Background: an optimization exercise with open tools, aiming at small area, a short achievable clock period and few clock cycles per item. Do not read the settings as production practice.
The RTL was checked by simulation tests, not by an equivalence proof against the original design.

## flow/design.v (module list and top-level ports; edited modules follow where they fit)
// module fft_core: 746 lines
module fft_core (
    input  logic               clk,
    input  logic               rst_n,
    input  logic               in_req_i,
    output logic               in_ack_o,
    input  logic signed [15:0] in_re_i,
    input  logic signed [15:0] in_im_i,
    output logic               out_req_o,
    input  logic               out_ack_i,
    output logic signed [15:0] out_re_o,
    output logic signed [15:0] out_im_o,
    output logic [3:0]         out_idx_o,
    output logic               busy_o
);
  // ...
==> flow/run.sh <==
#!/bin/bash
# synth_recipe.tcl (not shown) runs the flow's synth.tcl, then flattens the netlist and writes it again
# the make line also repeats each setting of config.mk as NAME=value (left out here)
make -C /OpenROAD-flow-scripts/flow DESIGN_CONFIG=/design/flow/config.mk WORK_HOME=/design/flow/orfs CLKGATE_MAP_FILE= SYNTH_SCRIPT=/design/flow/synth_recipe.tcl finish
==> flow/config.mk <==
export PLATFORM = sky130hd
export DESIGN_NAME = fft_core
export DESIGN_NICKNAME = fft_core
export VERILOG_FILES = /design/flow/design.v
export SDC_FILE = /design/flow/constraint.sdc
export NUM_CORES = 4
export LEC_CHECK = 0
export CAP_MARGIN = 20
export CORE_MARGIN = 2
export CORE_UTILIZATION = 30
export CTS_BUF_LIST = sky130_fd_sc_hd__clkbuf_8
export CTS_CLUSTER_SIZE = 20
export SETUP_SLACK_MARGIN = 4.0
export SLEW_MARGIN = 20
export SYNTH_MEMORY_MAX_BITS = 65536
==> flow/constraint.sdc <==
create_clock -name core_clock -period 8.5 [get_ports {clk}]
set_input_delay 1.7000 -clock core_clock [delete_from_list [all_inputs] [get_ports {clk}]]
set_output_delay 1.7000 -clock core_clock [all_outputs]
set_load 0.01 [all_outputs]
==> impl_metrics.json, run 1 <==
{
  "die_h_um": 409.4,
  "clk_latency_ns": 0.93,
  "hp-class": "register to register",
  "path_max_fanout": 6,
  "synth_top_family_by_area": "compound AO/OA/AOI/OAI gates",
  "htreeDepth": 4,
  "seq_area_sq_um": 21900,
  "fin_cells": 7265,
  "final.setup.tns_ns": 0,
  "setup_viol": 0,
  "final_area_sq_um": 59730,
  "reg2reg_from": "ctl[38]",
  "synth_commonest_cells": "edfxtp_1, nand2_1, inv_1",
  "synthMuxAreaShare": 0.05654,
  "crit_slowest_cell": "a2111oi_4",
  "synth_xor_area_frac": 0.02055,
  "clock_area_frac": 0.04619,
  "ys_ff_latch": 738,
  "worst_hold_path.endpoint": "tm_re[1]",
  "clk_pin_slew_ns": 0.07,
  "setup.worst_path.end_class": "register",
  "maxUsedRoutingLayer": "met5",
  "cp.depth": 15,
  "relSlewSlack": 0.1741,
  "final_cell_mix": "edfxtp_1, nand2_1, inv_1",
  "vias": 45440,
  "num-clock-buffers": 143,
  "status": "timing/DRC/antenna clean",
  "multi_input_area_sq_um": 26870,
  "ant_nets": 0
}
Testbench counts, summed over its fixed seeds: cycles 5,920, items 80.
==> run 2: changes to the inputs <==
--- a/flow/design.v
+++ b/flow/design.v
@@ -10,115 +10,115 @@
     input  logic               out_ack_i,
     output logic signed [15:0] out_re_o,
     output logic signed [15:0] out_im_o,
     output logic [3:0]         out_idx_o,
     output logic               busy_o
 );
     logic [5:0] step, nxt;
     logic fire, in_fire, out_fire;
-    logic [58:0] rom_nxt, ctl;
+    logic [60:0] rom_nxt, ctl;
     logic is_in;
     logic is_out;
     logic [15:0] a_oh;
-    logic [10:0] b_oh;
+    logic aport;
+    logic [6:0] b0_oh;
+    logic [6:0] b4_oh;
     logic bport;
-    logic tw4;
     logic tmul;
     logic w4;
     logic osel;
     logic [3:0] kidx;
     logic set_busy;
-    logic raw;
     logic [7:0] m_oh;
     logic mrd;
     logic r_sv;
     logic r_sn;
     logic r_tv;
     logic r_tn;
     logic b_en;
     logic b_cm;
     logic b_sn;
     logic b_tn;
     logic c_en;
     logic c_ph;
-    assign {is_in, is_out, a_oh, b_oh, bport, tw4, tmul, w4, osel, kidx, set_busy, raw, m_oh, mrd, r_sv, r_sn, r_tv, r_tn, b_en, b_cm, b_sn, b_tn, c_en, c_ph} = ctl;
+    assign {is_in, is_out, a_oh, aport, b0_oh, b4_oh, bport, tmul, w4, osel, kidx, set_busy, m_oh, mrd, r_sv, r_sn, r_tv, r_tn, b_en, b_cm, b_sn, b_tn, c_en, c_ph} = ctl;
     logic signed [15:0] r_re [0:15];
     logic signed [15:0] r_im [0:15];
     logic [15:0] we, sel_re, sel_im;
     assign nxt = (step == 6'd52) ? '0 : step + 1'b1;
     always_comb begin
         case (nxt)
-            6'd0: rom_nxt = 59'b10000000000000000000000000000100000000010000000000000000000;
-            6'd1: rom_nxt = 59'b10000000000000000000000000000100000000010000000000000000000;
-            6'd2: rom_nxt = 59'b10000000000000000000000000000100000000010000000000000000000;
-            6'd3: rom_nxt = 59'b10000000000000000000000000000100000000010000000000000000000;
-            6'd4: rom_nxt = 59'b10000000000000000000000000000100000000010000000000000000000;
-            6'd5: rom_nxt = 59'b10000000000000000000000000000100000000010000000000000000000;
-            6'd6: rom_nxt = 59'b10000000000000000000000000000100000000010000000000000000000;
-            6'd7: rom_nxt = 59'b10000000000000000000000000000100000000010000000000000000000;
-            6'd8: rom_nxt = 59'b10000000000000000100000000000100000000000000000000000000000;
-            6'd9: rom_nxt = 59'b10000000010000000000000000000100000000000000000000000000000;
-            6'd10: rom_nxt = 59'b10000000000001000000000000000100000000000000000000000000000;
-            6'd11: rom_nxt = 59'b10000100000000000000000000000100000000000000000000000000000;
-            6'd12: rom_nxt = 59'b10000000000000010000000000000100000000000000000000000000000;
-            6'd13: rom_nxt = 59'b00000000000000000100000000001000000000000000000000000000000;
-            6'd14: rom_nxt = 59'b10000001000000000000000000000100000000000000000000000000000;
-            6'd15: rom_nxt = 59'b00000000100000000000010000000010100000000000000000000000000;
-            6'd16: rom_nxt = 59'b10000000000100000000000000000100000000000000000000000000000;
-            6'd17: rom_nxt = 59'b00000000000010000000000010000010100000000000000000000000000;
-            6'd18: rom_nxt = 59'b10010000000000000000000000000100000000100000000110010000000;
-            6'd19: rom_nxt = 59'b00001000000000000010000000000010100000000000000110110110000;
-            6'd20: rom_nxt = 59'b00000000000001000000000001000000000000000000000000000111010;
-            6'd21: rom_nxt = 59'b00000000010000000000001000000000000000000010000010010000011;
-            6'd22: rom_nxt = 59'b00000000000000000100000000100000000000000010000010110110000;
-            6'd23: rom_nxt = 59'b00000000000000001000000000010010100000001000000010110111010;
-            6'd24: rom_nxt = 59'b00000000000000001000000000000001000000001000000010111111011;
-            6'd25: rom_nxt = 59'b00000000100000000000000000000001000000000000001010110111110;
-            6'd26: rom_nxt = 59'b00000100000000000001000000000000000000000000001010111111011;
-            6'd27: rom_nxt = 59'b00000010000000000000000000000001000000000000000000000111110;
-            6'd28: rom_nxt = 59'b00000000010000000000100000000000000000000000010010010000011;
-            6'd29: rom_nxt = 59'b00000001000000000001000000000010100000000000010011001100000;
-            6'd30: rom_nxt = 59'b01000000000000000100000100000000010000000000100010010100110;
-            6'd31: rom_nxt = 59'b00000000000000100000000000000001000000000000100010110110011;
-            6'd32: rom_nxt = 59'b01000000000000001000000000000001010001000001000011000111010;
-            6'd33: rom_nxt = 59'b00000000000000010000000001000010100000000001000010110100011;
-            6'd34: rom_nxt = 59'b01000000000000010000000000000001010010000010000011001101010;
-            6'd35: rom_nxt = 59'b00000000000001000000100000000010100000000010000010111100111;
-            6'd36: rom_nxt = 59'b01000000000000100000000000000001010011000100000010110101110;
-            6'd37: rom_nxt = 59'b00000000000000000000000000000000000000000100000010111111011;
-            6'd38: rom_nxt = 59'b01000000000001000000000000000000000100001000000010110111110;
-            6'd39: rom_nxt = 59'b00000000000010000000000000000001000000001000000011101101011;
-            6'd40: rom_nxt = 59'b01000000000010000000000000000000000101000000000000000101110;
-            6'd41: rom_nxt = 59'b00000000000100000000000000000001000000000000000000000000011;
-            6'd42: rom_nxt = 59'b01000000000100000000000000000000000110000000000000000000000;
-            6'd43: rom_nxt = 59'b00000000001000000000000000000001000000000000000000000000000;
-            6'd44: rom_nxt = 59'b01000000001000000000000000000000000111000000000000000000000;
-            6'd45: rom_nxt = 59'b01000000010000000000000000000000001000000000000000000000000;
-            6'd46: rom_nxt = 59'b01000000100000000000000000000000001001000000000000000000000;
-            6'd47: rom_nxt = 59'b01000001000000000000000000000000001010000000000000000000000;
-            6'd48: rom_nxt = 59'b01000010000000000000000000000000001011000000000000000000000;
-            6'd49: rom_nxt = 59'b01000100000000000000000000000000001100000000000000000000000;
-            6'd50: rom_nxt = 59'b01001000000000000000000000000000001101000000000000000000000;
-            6'd51: rom_nxt = 59'b01010000000000000000000000000000001110000000000000000000000;
-            6'd52: rom_nxt = 59'b01100000000000000000000000000000001111000000000000000000000;
-            default: rom_nxt = 59'b10000000000000000000000000000100000000010000000000000000000;
+            6'd0: rom_nxt = 61'b1000000000000000001000000000000001000000000000000000000000000;
+            6'd1: rom_nxt = 61'b1000000000000000001000000000000001000000000000000000000000000;
+            6'd2: rom_nxt = 61'b1000000000000000001000000000000001000000000000000000000000000;
+            6'd3: rom_nxt = 61'b1000000000000000001000000000000001000000000000000000000000000;
+            6'd4: rom_nxt = 61'b1000000000000000001000000000000001000000000000000000000000000;
+            6'd5: rom_nxt = 61'b1000000000000000001000000000000001000000000000000000000000000;
+            6'd6: rom_nxt = 61'b1000000000000000001000000000000001000000000000000000000000000;
+            6'd7: rom_nxt = 61'b1000000000000000001000000000000001000000000000000000000000000;
+            6'd8: rom_nxt = 61'b1000000000000000010000000000000001000000000000000000000000000;
+            6'd9: rom_nxt = 61'b1000000001000000000000000000000001000000000000000000000000000;
+            6'd10: rom_nxt = 61'b1000000000000100000000000000000001000000000000000000000000000;
+            6'd11: rom_nxt = 61'b1000010000000000000000000000000001000000000000000000000000000;
+            6'd12: rom_nxt = 61'b1000000000000001000000000000000001000000000000000000000000000;
+            6'd13: rom_nxt = 61'b0000000000000000010000000100000000000000000000000000000000000;
+            6'd14: rom_nxt = 61'b1000000100000000000000000000000001000000000000000000000000000;
+            6'd15: rom_nxt = 61'b0000000010000000000000000000010000010000000000000000000000000;
+            6'd16: rom_nxt = 61'b1000000000010000000000000000000001000000000000000000000000000;
+            6'd17: rom_nxt = 61'b0000000000001000000000000000001000010000000000000000000000000;
+            6'd18: rom_nxt = 61'b1001000000000000000000000000000001000000010000000110010000000;
+            6'd19: rom_nxt = 61'b0000100000000000000000000010000000010000000000000110110110000;
+            6'd20: rom_nxt = 61'b0000000000000100000000010000000000000000000000000000000111010;
+            6'd21: rom_nxt = 61'b0000000001000000000001000000000000000000000010000010010000011;
+            6'd22: rom_nxt = 61'b0000000000000000010000001000000000000000000010000010110110000;
+            6'd23: rom_nxt = 61'b0000000000000000100000000000000010010000001000000010110111010;
+            6'd24: rom_nxt = 61'b0000000000000000100000000000000000100000001000000010111111011;
+            6'd25: rom_nxt = 61'b0000000010000000000000000000000000100000000000001010110111110;
+            6'd26: rom_nxt = 61'b0000010000000000000100000000000000000000000000001010111111011;
+            6'd27: rom_nxt = 61'b0000001000000000000000000000000000100000000000000000000111110;
+            6'd28: rom_nxt = 61'b0000000001000000000010000000000000000000000000010010010000011;
+            6'd29: rom_nxt = 61'b0000000100000000000000000001000000010000000000010011001100000;
+            6'd30: rom_nxt = 61'b0100000000000000010000100000000000001000000000100010010100110;
+            6'd31: rom_nxt = 61'b0000000000000010000000000000000000100000000000100010110110011;
+            6'd32: rom_nxt = 61'b0100000000000000100000000000000000101000100001000011000111010;
+            6'd33: rom_nxt = 61'b0000000000000001000000000000000100010000000001000010110100011;
+            6'd34: rom_nxt = 61'b0100000000000001000000000000000000101001000010000011001101010;
+            6'd35: rom_nxt = 61'b0000000000000100000000000000100000010000000010000010111100111;
+            6'd36: rom_nxt = 61'b0100000000000010000000000000000000101001100100000010110101110;
+            6'd37: rom_nxt = 61'b0000000000000000000000000000000000000000000100000010111111011;
+            6'd38: rom_nxt = 61'b0100000000000100000000000000000000000010001000000010110111110;
+            6'd39: rom_nxt = 61'b0000000000001000000000000000000000100000001000000011101101011;
+            6'd40: rom_nxt = 61'b0100000000001000000000000000000000000010100000000000000101110;
+            6'd41: rom_nxt = 61'b0000000000010000000000000000000000100000000000000000000000011;
+            6'd42: rom_nxt = 61'b0100000000010000000000000000000000000011000000000000000000000;
+            6'd43: rom_nxt = 61'b0000000000100000000000000000000000100000000000000000000000000;
+            6'd44: rom_nxt = 61'b0100000000100000000000000000000000000011100000000000000000000;
+            6'd45: rom_nxt = 61'b0100000001000000000000000000000000000100000000000000000000000;
+            6'd46: rom_nxt = 61'b0100000010000000000000000000000000000100100000000000000000000;
+            6'd47: rom_nxt = 61'b0100000100000000000000000000000000000101000000000000000000000;
+            6'd48: rom_nxt = 61'b0100001000000000000000000000000000000101100000000000000000000;
+            6'd49: rom_nxt = 61'b0100010000000000000000000000000000000110000000000000000000000;
+            6'd50: rom_nxt = 61'b0100100000000000000000000000000000000110100000000000000000000;
+            6'd51: rom_nxt = 61'b0101000000000000000000000000000000000111000000000000000000000;
+            6'd52: rom_nxt = 61'b0110000000000000000000000000000000000111100000000000000000000;
+            default: rom_nxt = 61'b1000000000000000001000000000000001000000000000000000000000000;
         endcase
     end
     always_comb begin
         we='0; sel_re='0; sel_im='0;
         case (step)
-            6'd0: begin we[0]=1'b1; sel_re[0]=1'b1; sel_im[0]=1'b1; end
-            6'd1: begin we[8]=1'b1; sel_re[8]=1'b1; sel_im[8]=1'b1; end
-            6'd2: begin we[4]=1'b1; sel_re[4]=1'b1; sel_im[4]=1'b1; end
-            6'd3: begin we[12]=1'b1; sel_re[12]=1'b1; sel_im[12]=1'b1; end
-            6'd4: begin we[2]=1'b1; sel_re[2]=1'b1; sel_im[2]=1'b1; end
-            6'd5: begin we[10]=1'b1; sel_re[10]=1'b1; sel_im[10]=1'b1; end
-            6'd6: begin we[6]=1'b1; sel_re[6]=1'b1; sel_im[6]=1'b1; end
-            6'd7: begin we[14]=1'b1; sel_re[14]=1'b1; sel_im[14]=1'b1; end
+            6'd0: begin we[0]=1'b1; end
+            6'd1: begin we[8]=1'b1; end
+            6'd2: begin we[4]=1'b1; end
+            6'd3: begin we[12]=1'b1; end
+            6'd4: begin we[2]=1'b1; end
+            6'd5: begin we[10]=1'b1; end
+            6'd6: begin we[6]=1'b1; end
+            6'd7: begin we[14]=1'b1; end
             6'd8: begin we[0]=1'b1; we[1]=1'b1; sel_re[1]=1'b1; sel_im[1]=1'b1; end
             6'd9: begin we[8]=1'b1; we[9]=1'b1; sel_re[9]=1'b1; sel_im[9]=1'b1; end
             6'd10: begin we[4]=1'b1; we[5]=1'b1; sel_re[5]=1'b1; sel_im[5]=1'b1; end
             6'd11: begin we[12]=1'b1; we[13]=1'b1; sel_re[13]=1'b1; sel_im[13]=1'b1; end
             6'd12: begin we[2]=1'b1; we[3]=1'b1; sel_re[3]=1'b1; sel_im[3]=1'b1; end
             6'd13: begin we[0]=1'b1; we[2]=1'b1; sel_re[2]=1'b1; sel_im[2]=1'b1; end
             6'd14: begin we[10]=1'b1; we[11]=1'b1; sel_re[11]=1'b1; sel_im[11]=1'b1; end
             6'd15: begin we[9]=1'b1; sel_im[9]=1'b1; we[11]=1'b1; sel_re[11]=1'b1; end
@@ -149,129 +149,87 @@
             default: ;
         endcase
     end
     assign in_fire  = is_in && in_req_i && !in_ack_o && !busy_o;
     assign out_fire = is_out && !out_req_o && !out_ack_i;
     assign fire     = in_fire || out_fire || (!is_in && !is_out);
     always_ff @(posedge clk or negedge rst_n) begin
         if (!rst_n) begin
-            step <= '0; ctl <= 59'b10000000000000000000000000000100000000010000000000000000000;
+            step <= '0; ctl <= 61'b1000000000000000001000000000000001000000000000000000000000000;
             in_ack_o <= 1'b0; out_req_o <= 1'b0; busy_o <= 1'b0;
         end else begin
             if (fire) begin step <= nxt; ctl <= rom_nxt; end
             if (in_fire) in_ack_o <= 1'b1;
             else if (in_ack_o && !in_req_i) in_ack_o <= 1'b0;
             if (in_fire && set_busy) busy_o <= 1'b1;
             if (out_fire) out_req_o <= 1'b1;
             else if (out_req_o && out_ack_i) begin
                 out_req_o <= 1'b0;
                 if (out_idx_o == 4'd15) busy_o <= 1'b0;
             end
         end
     end
-    logic signed [15:0] ra_re, ra_im;
-    always_comb begin
-        ra_re = '0; ra_im = '0;
-        ra_re = ra_re | (r_re[0] & {16{a_oh[0]}});
-        ra_im = ra_im | (r_im[0] & {16{a_oh[0]}});
-        ra_re = ra_re | (r_re[1] & {16{a_oh[1]}});
-        ra_im = ra_im | (r_im[1] & {16{a_oh[1]}});
-        ra_re = ra_re | (r_re[2] & {16{a_oh[2]}});
-        ra_im = ra_im | (r_im[2] & {16{a_oh[2]}});
-        ra_re = ra_re | (r_re[3] & {16{a_oh[3]}});
-        ra_im = ra_im | (r_im[3] & {16{a_oh[3]}});
-        ra_re = ra_re | (r_re[4] & {16{a_oh[4]}});
-        ra_im = ra_im | (r_im[4] & {16{a_oh[4]}});
-        ra_re = ra_re | (r_re[5] & {16{a_oh[5]}});
-        ra_im = ra_im | (r_im[5] & {16{a_oh[5]}});
-        ra_re = ra_re | (r_re[6] & {16{a_oh[6]}});
-        ra_im = ra_im | (r_im[6] & {16{a_oh[6]}});
-        ra_re = ra_re | (r_re[7] & {16{a_oh[7]}});
-        ra_im = ra_im | (r_im[7] & {16{a_oh[7]}});
-        ra_re = ra_re | (r_re[8] & {16{a_oh[8]}});
-        ra_im = ra_im | (r_im[8] & {16{a_oh[8]}});
-        ra_re = ra_re | (r_re[9] & {16{a_oh[9]}});
-        ra_im = ra_im | (r_im[9] & {16{a_oh[9]}});
-        ra_re = ra_re | (r_re[10] & {16{a_oh[10]}});
-        ra_im = ra_im | (r_im[10] & {16{a_oh[10]}});
-        ra_re = ra_re | (r_re[11] & {16{a_oh[11]}});
-        ra_im = ra_im | (r_im[11] & {16{a_oh[11]}});
-        ra_re = ra_re | (r_re[12] & {16{a_oh[12]}});
-        ra_im = ra_im | (r_im[12] & {16{a_oh[12]}});
-        ra_re = ra_re | (r_re[13] & {16{a_oh[13]}});
-        ra_im = ra_im | (r_im[13] & {16{a_oh[13]}});
-        ra_re = ra_re | (r_re[14] & {16{a_oh[14]}});
-        ra_im = ra_im | (r_im[14] & {16{a_oh[14]}});
-        ra_re = ra_re | (r_re[15] & {16{a_oh[15]}});
-        ra_im = ra_im | (r_im[15] & {16{a_oh[15]}});
-    end
-    logic signed [15:0] rb_re, rb_im;
-    always_comb begin
-        rb_re = '0; rb_im = '0;
-        rb_re = rb_re | (r_re[2] & {16{b_oh[0]}});
-        rb_im = rb_im | (r_im[2] & {16{b_oh[0]}});
-        rb_re = rb_re | (r_re[3] & {16{b_oh[1]}});
-        rb_im = rb_im | (r_im[3] & {16{b_oh[1]}});
-        rb_re = rb_re | (r_re[4] & {16{b_oh[2]}});
-        rb_im = rb_im | (r_im[4] & {16{b_oh[2]}});
-        rb_re = rb_re | (r_re[6] & {16{b_oh[3]}});
-        rb_im = rb_im | (r_im[6] & {16{b_oh[3]}});
-        rb_re = rb_re | (r_re[7] & {16{b_oh[4]}});
-        rb_im = rb_im | (r_im[7] & {16{b_oh[4]}});
-        rb_re = rb_re | (r_re[8] & {16{b_oh[5]}});
-        rb_im = rb_im | (r_im[8] & {16{b_oh[5]}});
-        rb_re = rb_re | (r_re[10] & {16{b_oh[6]}});
-        rb_im = rb_im | (r_im[10] & {16{b_oh[6]}});
-        rb_re = rb_re | (r_re[11] & {16{b_oh[7]}});
-        rb_im = rb_im | (r_im[11] & {16{b_oh[7]}});
-        rb_re = rb_re | (r_re[12] & {16{b_oh[8]}});
-        rb_im = rb_im | (r_im[12] & {16{b_oh[8]}});
-        rb_re = rb_re | (r_re[14] & {16{b_oh[9]}});
-        rb_im = rb_im | (r_im[14] & {16{b_oh[9]}});
-        rb_re = rb_re | (r_re[15] & {16{b_oh[10]}});
-        rb_im = rb_im | (r_im[15] & {16{b_oh[10]}});
-    end
-    logic signed [15:0] rm_re, rm_im;
+    logic signed [15:0] ra_re, ra_im, rm_re, rm_im;
+    logic signed [16:0] t_re, t_im;    
+    logic signed [16:0] tm_re, tm_im;  
     always_comb begin
+        ra_re = in_re_i & {16{aport}}; ra_im = in_im_i & {16{aport}};
+        ra_re = ra_re | (r_re[0] & {16{a_oh[0]}}); ra_im = ra_im | (r_im[0] & {16{a_oh[0]}});
+        ra_re = ra_re | (r_re[1] & {16{a_oh[1]}}); ra_im = ra_im | (r_im[1] & {16{a_oh[1]}});
+        ra_re = ra_re | (r_re[2] & {16{a_oh[2]}}); ra_im = ra_im | (r_im[2] & {16{a_oh[2]}});
+        ra_re = ra_re | (r_re[3] & {16{a_oh[3]}}); ra_im = ra_im | (r_im[3] & {16{a_oh[3]}});
+        ra_re = ra_re | (r_re[4] & {16{a_oh[4]}}); ra_im = ra_im | (r_im[4] & {16{a_oh[4]}});
+        ra_re = ra_re | (r_re[5] & {16{a_oh[5]}}); ra_im = ra_im | (r_im[5] & {16{a_oh[5]}});
+        ra_re = ra_re | (r_re[6] & {16{a_oh[6]}}); ra_im = ra_im | (r_im[6] & {16{a_oh[6]}});
+        ra_re = ra_re | (r_re[7] & {16{a_oh[7]}}); ra_im = ra_im | (r_im[7] & {16{a_oh[7]}});
+        ra_re = ra_re | (r_re[8] & {16{a_oh[8]}}); ra_im = ra_im | (r_im[8] & {16{a_oh[8]}});
+        ra_re = ra_re | (r_re[9] & {16{a_oh[9]}}); ra_im = ra_im | (r_im[9] & {16{a_oh[9]}});
+        ra_re = ra_re | (r_re[10] & {16{a_oh[10]}}); ra_im = ra_im | (r_im[10] & {16{a_oh[10]}});
+        ra_re = ra_re | (r_re[11] & {16{a_oh[11]}}); ra_im = ra_im | (r_im[11] & {16{a_oh[11]}});
+        ra_re = ra_re | (r_re[12] & {16{a_oh[12]}}); ra_im = ra_im | (r_im[12] & {16{a_oh[12]}});
+        ra_re = ra_re | (r_re[13] & {16{a_oh[13]}}); ra_im = ra_im | (r_im[13] & {16{a_oh[13]}});
+        ra_re = ra_re | (r_re[14] & {16{a_oh[14]}}); ra_im = ra_im | (r_im[14] & {16{a_oh[14]}});
+        ra_re = ra_re | (r_re[15] & {16{a_oh[15]}}); ra_im = ra_im | (r_im[15] & {16{a_oh[15]}});
+        t_re = ({in_re_i[15], in_re_i} & {17{bport}}) | (tm_re & {17{tmul}});
+        t_im = ({in_im_i[15], in_im_i} & {17{bport}}) | (tm_im & {17{tmul}});
+        t_re = t_re | ({r_re[2][15], r_re[2]} & {17{b0_oh[0]}}); t_im = t_im | ({r_im[2][15], r_im[2]} & {17{b0_oh[0]}});
+        t_re = t_re | ({r_re[4][15], r_re[4]} & {17{b0_oh[1]}}); t_im = t_im | ({r_im[4][15], r_im[4]} & {17{b0_oh[1]}});
+        t_re = t_re | ({r_re[6][15], r_re[6]} & {17{b0_oh[2]}}); t_im = t_im | ({r_im[6][15], r_im[6]} & {17{b0_oh[2]}});
+        t_re = t_re | ({r_re[8][15], r_re[8]} & {17{b0_oh[3]}}); t_im = t_im | ({r_im[8][15], r_im[8]} & {17{b0_oh[3]}});
+        t_re = t_re | ({r_re[10][15], r_re[10]} & {17{b0_oh[4]}}); t_im = t_im | ({r_im[10][15], r_im[10]} & {17{b0_oh[4]}});
+        t_re = t_re | ({r_re[12][15], r_re[12]} & {17{b0_oh[5]}}); t_im = t_im | ({r_im[12][15], r_im[12]} & {17{b0_oh[5]}});
+        t_re = t_re | ({r_re[14][15], r_re[14]} & {17{b0_oh[6]}}); t_im = t_im | ({r_im[14][15], r_im[14]} & {17{b0_oh[6]}});
+        t_re = t_re | ({r_im[3][15], r_im[3]} & {17{b4_oh[0]}}); t_im = t_im | ({r_re[3][15], r_re[3]} & {17{b4_oh[0]}});
+        t_re = t_re | ({r_im[6][15], r_im[6]} & {17{b4_oh[1]}}); t_im = t_im | ({r_re[6][15], r_re[6]} & {17{b4_oh[1]}});
+        t_re = t_re | ({r_im[7][15], r_im[7]} & {17{b4_oh[2]}}); t_im = t_im | ({r_re[7][15], r_re[7]} & {17{b4_oh[2]}});
+        t_re = t_re | ({r_im[11][15], r_im[11]} & {17{b4_oh[3]}}); t_im = t_im | ({r_re[11][15], r_re[11]} & {17{b4_oh[3]}});
+        t_re = t_re | ({r_im[12][15], r_im[12]} & {17{b4_oh[4]}}); t_im = t_im | ({r_re[12][15], r_re[12]} & {17{b4_oh[4]}});
+        t_re = t_re | ({r_im[14][15], r_im[14]} & {17{b4_oh[5]}}); t_im = t_im | ({r_re[14][15], r_re[14]} & {17{b4_oh[5]}});
+        t_re = t_re | ({r_im[15][15], r_im[15]} & {17{b4_oh[6]}}); t_im = t_im | ({r_re[15][15], r_re[15]} & {17{b4_oh[6]}});
         rm_re = '0; rm_im = '0;
-        rm_re = rm_re | (r_re[5] & {16{m_oh[0]}});
-        rm_im = rm_im | (r_im[5] & {16{m_oh[0]}});
-        rm_re = rm_re | (r_re[7] & {16{m_oh[1]}});
-        rm_im = rm_im | (r_im[7] & {16{m_oh[1]}});
-        rm_re = rm_re | (r_re[9] & {16{m_oh[2]}});
-        rm_im = rm_im | (r_im[9] & {16{m_oh[2]}});
-        rm_re = rm_re | (r_re[10] & {16{m_oh[3]}});
-        rm_im = rm_im | (r_im[10] & {16{m_oh[3]}});
-        rm_re = rm_re | (r_re[11] & {16{m_oh[4]}});
-        rm_im = rm_im | (r_im[11] & {16{m_oh[4]}});
-        rm_re = rm_re | (r_re[13] & {16{m_oh[5]}});
-        rm_im = rm_im | (r_im[13] & {16{m_oh[5]}});
-        rm_re = rm_re | (r_re[14] & {16{m_oh[6]}});
-        rm_im = rm_im | (r_im[14] & {16{m_oh[6]}});
-        rm_re = rm_re | (r_re[15] & {16{m_oh[7]}});
-        rm_im = rm_im | (r_im[15] & {16{m_oh[7]}});
+        rm_re = rm_re | (r_re[5] & {16{m_oh[0]}}); rm_im = rm_im | (r_im[5] & {16{m_oh[0]}});
+        rm_re = rm_re | (r_re[7] & {16{m_oh[1]}}); rm_im = rm_im | (r_im[7] & {16{m_oh[1]}});
+        rm_re = rm_re | (r_re[9] & {16{m_oh[2]}}); rm_im = rm_im | (r_im[9] & {16{m_oh[2]}});
+        rm_re = rm_re | (r_re[10] & {16{m_oh[3]}}); rm_im = rm_im | (r_im[10] & {16{m_oh[3]}});
+        rm_re = rm_re | (r_re[11] & {16{m_oh[4]}}); rm_im = rm_im | (r_im[11] & {16{m_oh[4]}});
+        rm_re = rm_re | (r_re[13] & {16{m_oh[5]}}); rm_im = rm_im | (r_im[13] & {16{m_oh[5]}});
+        rm_re = rm_re | (r_re[14] & {16{m_oh[6]}}); rm_im = rm_im | (r_im[14] & {16{m_oh[6]}});
+        rm_re = rm_re | (r_re[15] & {16{m_oh[7]}}); rm_im = rm_im | (r_im[15] & {16{m_oh[7]}});
     end
-    logic signed [16:0] tm_re, tm_im;    
-    logic signed [15:0] b_re, b_im;
-    logic signed [16:0] t_re, t_im;
-    assign b_re = bport ? in_re_i : rb_re;
-    assign b_im = bport ? in_im_i : rb_im;
-    assign t_re = tmul ? tm_re : tw4 ? {b_im[15], b_im} : {b_re[15], b_re};
-    assign t_im = tmul ? tm_im : tw4 ? {b_re[15], b_re} : {b_im[15], b_im};
     logic signed [16:0] s0_re, s1_re, s0_im, s1_im;
     assign s0_re = {ra_re[15], ra_re} + t_re;
     assign s1_re = {ra_re[15], ra_re} - t_re;
     assign s0_im = {ra_im[15], ra_im} + t_im;
     assign s1_im = {ra_im[15], ra_im} - t_im;
     logic signed [15:0] y0_re, y0_im, y1_re, y1_im;
     assign y0_re = s0_re[16:1];
     assign y0_im = s0_im[16:1];
-    assign y1_re = raw ? in_re_i : s1_re[16:1];
-    assign y1_im = raw ? in_im_i : s1_im[16:1];
+    assign y1_re = s1_re[16:1];
+    assign y1_im = s1_im[16:1];
     logic [16:0] ms, mt;
     always_ff @(posedge clk) begin
         if (fire && mrd) begin
             ms <= (r_sv ? {rm_im[15], rm_im} : {rm_re[15], rm_re}) ^ {17{r_sn}};
             mt <= (r_tv ? {rm_im[15], rm_im} : {rm_re[15], rm_re}) ^ {17{r_tn}};
         end
     end
     logic [16:0] mu_fs, mu_gs, mu_ft, mu_gt;
@@ -693,40 +651,40 @@
     logic mu_x378; assign mu_x378 = (mu_x317 & mu_x268) | (mu_x316 & (mu_x317 ^ mu_x268));
     logic mu_x379; assign mu_x379 = mu_x319 ^ mu_x270 ^ mu_x318;
     logic mu_x380; assign mu_x380 = (mu_x319 & mu_x270) | (mu_x318 & (mu_x319 ^ mu_x270));
     logic mu_x381; assign mu_x381 = mu_r1[16] ^ mu_x320;
     logic mu_x382; assign mu_x382 = mu_r1[16] & mu_x320;
     logic [30:0] mu_sa, mu_sb;
     assign mu_sa = {mu_x381, mu_x379, mu_x377, mu_x375, mu_x373, mu_x371, mu_x369, mu_x367, mu_x365, mu_x363, mu_x361, mu_x359, mu_x357, mu_x355, mu_x353, mu_x351, mu_x349, mu_x347, mu_x345, mu_x343, mu_x341, mu_x339, mu_x337, mu_x335, mu_x333, mu_x331, mu_x329, mu_x327, mu_x325, mu_x323, mu_x321};
     assign mu_sb = {mu_x380, mu_x378, mu_x376, mu_x374, mu_x372, mu_x370, mu_x368, mu_x366, mu_x364, mu_x362, mu_x360, mu_x358, mu_x356, mu_x354, mu_x352, mu_x350, mu_x348, mu_x346, mu_x344, mu_x342, mu_x340, mu_x338, mu_x336, mu_x334, mu_x332, mu_x330, mu_x328, mu_x326, mu_x324, mu_x322, mu_klo[0]};
-    logic [14:0] mu_lo;
-    assign mu_lo = {1'b0, mu_sa[13:0]} + {1'b0, mu_sb[13:0]};
-    logic [16:0] cs_a, cs_b; logic cs_c; logic [2:0] cs_k;
+    logic [30:0] cs_a, cs_b; logic [2:0] cs_k;
     always_ff @(posedge clk) begin
         if (fire && b_en) begin
-            cs_a <= mu_sa[30:14]; cs_b <= mu_sb[30:14]; cs_c <= mu_lo[14]; cs_k <= {b_cm, b_sn, b_tn};
+            cs_a <= mu_sa; cs_b <= mu_sb; cs_k <= {b_cm, b_sn, b_tn};
         end
     end
+    logic [14:0] mu_lo;
+    assign mu_lo = {1'b0, cs_a[13:0]} + {1'b0, cs_b[13:0]};
     logic [16:0] k_hi;
     always_comb begin
         case (cs_k)
             3'b000: k_hi = 17'd18804;
             3'b001: k_hi = 17'd18804;
             3'b010: k_hi = 17'd18805;
             3'b011: k_hi = 17'd18805;
             3'b100: k_hi = 17'd120312;
             3'b101: k_hi = 17'd120313;
             3'b110: k_hi = 17'd120313;
             3'b111: k_hi = 17'd120313;
             default: k_hi = 17'd0;
         endcase
     end
     logic [16:0] mu_t;
-    assign mu_t = cs_a + cs_b + k_hi + {16'd0, cs_c};
+    assign mu_t = cs_a[30:14] + cs_b[30:14] + k_hi + {16'd0, mu_lo[14]};
     logic signed [16:0] tre_hold;
     always_ff @(posedge clk) begin
         if (fire && c_en) begin
             if (!c_ph) tre_hold <= mu_t;
             else begin tm_re <= tre_hold; tm_im <= mu_t; end
         end
     end
     always_ff @(posedge clk) begin
==> flow/config.mk (replaced) <==
export PLATFORM = sky130hd
export DESIGN_NAME = fft_core
export DESIGN_NICKNAME = fft_core
export VERILOG_FILES = /design/flow/design.v
export SDC_FILE = /design/flow/constraint.sdc
export NUM_CORES = 4
export LEC_CHECK = 0
export CAP_MARGIN = 20
export CORE_MARGIN = 2
export CORE_UTILIZATION = 30
export SETUP_SLACK_MARGIN = 4.0
export SLEW_MARGIN = 20
export SYNTH_MEMORY_MAX_BITS = 65536
==> run 2 against run 1 <==
  * First-iteration DRC count down 2.3%
  * Hold slack better by 0.021 ns
  * Wire length up 5.0%
  * Area after synthesis about the same
  * Via count up 0.51%
  * Register-to-register slack worse by 0.17 ns
  * Sequential share of layout area up 2.1 points
  * Cell count down 1.0%
  * Non-clock buffer count down 50
  * Critical endpoint is now r_re[11][15]
  * Largest cell class unchanged
  * Highest routed layer unchanged
==> impl_metrics.json, run 2 <==
{
  "status": "timing/DRC/antenna clean",
  "hpwl_um": 156800,
  "ant_nets": 0,
  "clk_path_buf_depth": 3,
  "wirelength_um": 244900,
  "numCtsBuffers": 87,
  "relSlewSlack": 0.1232,
  "hp-class": "register to register",
  "setup.worst_path.end_class": "register",
  "io_buffers": 74,
  "largestRegisters": "r_im x256, r_re x256, ctl x60",
  "grt_max_degree": 74,
  "rsz0062_at_grt": "true",
  "final_common_cell": "edfxtp_1",
  "final_area_sq_um": 58630,
  "die_h_um": 409.4,
  "synth_flop_cell": "edfxtp_1",
  "ys_warn_count": 3,
  "final_cell_mix": "edfxtp_1, a22oi_1, nand2_1",
  "fin_hold_ws_ns": 0.4189,
  "final.setup.tns_ns": 0,
  "first_pass_iters": 13,
  "wl_per_cell_um": 34.06,
  "finalClockSkew_ns": 0.03784,
  "via_per_inst": 6.353,
  "max_stage_delay_ns": 0.64,
  "utilization": 0.3598,
  "grt_pass1_vias": 42770,
  "drc": 0,
  "ys_top_cells_by_area": "edfxtp_1, a22oi_1, fa_1, ha_1, nand2_1",
  "core_sq_um": 163000,
  "initial_core_util": 0.3025,
  "synthArstFlopShare": 0.08984,
  "clock_sinks": 768,
  "path_max_fanout": 16,
  "clk_pin_slew_ns": 0.06,
  "required_ns": 8.94,
  "die_area_sq_um": 167600,
  "ys_ff_latch": 768,
  "area_growth_pct": 18.93,
  "fin_crit_sh": 0.5551,
  "drv_slew": 0,
  "critPathArrivalTime_ns": 5.15,
  "period_minus_slack_ns": 4.718,
  "synth_area_sq_um": 49300,
  "fmax_mhz": 212.0,
  "crit_chain": "buf_6, a222oi_1, nand4_1, nor2_2, inv_1, fa_2, nand2b_1, a21oi_2, nor2_2, o21ba_4, o31ai_4, a221o_1, a221oi_4, a21oi_4, o211ai_1, buf_4, buf_8, mux2i_1",
  "synth_commonest_cells": "edfxtp_1, a22oi_1, nand2_1",
  "syn-num-nets": 5279,
  "die_x_um": 409.4,
  "yosysMostFrequentCell": "edfxtp_1",
  "drt_iter0_drc": 9355,
  "synth_top_area_cell": "edfxtp_1",
  "ys_seq_area_frac": 0.4603,
  "grt_pass1_wl_um": 334200,
  "syn_inst": 4881,
  "synth_top_cell_area_share": 0.4240,
  "io_pins": 75,
  "drv_cap": 0,
  "hold_viol_final": 0,
  "synth.avg_cell_area_sq_um": 10.10,
  "htreeDepth": 3,
  "vias": 45670,
  "synth.distinct_cells": 96,
  "gp_congestion": 1.050,
  "root_buffer": "clkbuf_16",
  "cts_tree": "yes",
  "nets": 5326,
  "setup_viol": 0,
  "dp_cells": 6907,
  "crit_slowest_cell": "dfrtp_2",
  "overflow": 0,
  "crit_top_cell": "nor2_2",
  "worst_setup_path_start_kind": "register",
  "rows": 148,
  "grt.total_usage": 0.2813,
  "fin_cells": 7189,
  "tightest_slew_ns": 1.315,
  "path_class": "register to register",
  "placed_area_sq_um": 53130,
  "clk_latency_ns": 0.75,
  "antenna_found_initial": 12,
  "synth-edff-count": 696,
  "drive_gt1_frac": 0.1520
}
run 2: cell types whose count changed in the layout (fill, tap and decap cells not counted), sizes merged, moves of 34 or more:
cell    before  now
a21oi      288  353
a221oi     111   47
a222oi       0   34
a22o       111   35
a22oi      335  537
clkbuf     151  108
mux2i      262   84
nand2      464  515
nand3       47   90
nor2       346  381
run 2: path summary, 6_finish.rpt:
path                              from      endpoint  slack, ns  depth (start not counted)
min in group asynchronous        rst_n       step[5]       1.10                          1
max                            ctl[50]  r_re[11][15]       3.78                         18
min reg2reg                tre_hold[9]      tm_re[9]       0.42                          0
min                        tre_hold[9]      tm_re[9]       0.42                          0
max in group asynchronous        rst_n       ctl[45]       6.68                          1
max reg2reg                    ctl[50]  r_re[11][15]       3.78                         18
run 2: final cells by class:
cell class | instances | area, sq um
antenna | 13 | 32.53
clock buffer | 105 | 2266
clock inverter | 57 | 645.6
fill | 16120 | 104300
inverter | 373 | 1410
multi-input combinational | 3371 | 25750
sequential | 768 | 22740
tap | 2175 | 2721
timing repair buffer | 327 | 3067
run 2: kinds of logic after synthesis:
| logic type | share of synthesized area |
|---|---|
| multiplexers | 0.01843 |
| AND/OR/NAND/NOR | 0.1112 |
| flip-flops | 0.4603 |
| XOR/XNOR | 0.02477 |
| buffers and inverters | 0.05833 |
| AO/OA/AOI/OAI | 0.2081 |
| adder cells (fa/ha/maj) | 0.1190 |
run 2: per-layer routing:
metal  up-vias  global-route usage  wire length [um]
li1      17990                   -                 -
met1     21930              0.3527             85290
met2      4409              0.3859             95620
met3      1323              0.1253             41530
met4        12              0.1886             22180
met5         -                   0               242
run 2: what timing repair did:
item,CTS,global route
gates resized for setup,256,125
hold buffers,0,0
hold endpoints to repair,0,0
endpoints found under the setup margin,596,435
pin swaps,91,52
gates cloned,5,3
setup buffers,69,30
run 2: metrics by stage:
stage	setup slack [ns]
6_report	3.782
4_1_cts	3.869
3_5_place_dp	1.845
3_3_place_gp	1.897
2_1_floorplan	3.500
5_1_grt	3.704
run 2: worst max-delay path, delay by kind of cell, from the launching register on:
| kind | cells | cell delay, ns |
|---|---|---|
| buffers and inverters | 4 | 0.79 |
| AO/OA/AOI/OAI | 8 | 1.82 |
| flip-flops | 1 | 0.64 |
| multiplexers | 1 | 0.08 |
| adder cells (fa/ha/maj) | 1 | 0.41 |
| AND/OR/NAND/NOR | 4 | 0.64 |
Testbench counts of run 2, summed over its fixed seeds: cycles 5,920, items 80.

==> what the ideal ports hide <==
No port has a modelled driver above. Below, the same layouts with a new extraction and two added sets of constraints.
Step 1: set_driving_cell puts a clkbuf_16 on clk and a buf_2 on each other input, an assumption about the parent block.
Step 2, shift: input delay + t, output delay - t, t = (earliest + latest rising clock arrival at the registers) / 2. This alone moves slack from input paths to output paths.
Three values: ideal ports, drivers, drivers and shift; two values: the first two.
| run | shift t [ns] | slack for setup (ns) | worst setup path at the end |
|---|---|---|---|
| run 1 | 0.966 | 3.949 / 3.880 / 2.914 | input to register |
| run 2 | 0.814 | 3.782 / 3.782 / 3.040 | input to register |
After both steps setup and hold are still met in every run listed. For run 1, which loses most, drivers alone change the setup slack by -0.069 ns; drivers and shift together by -1.035 ns.
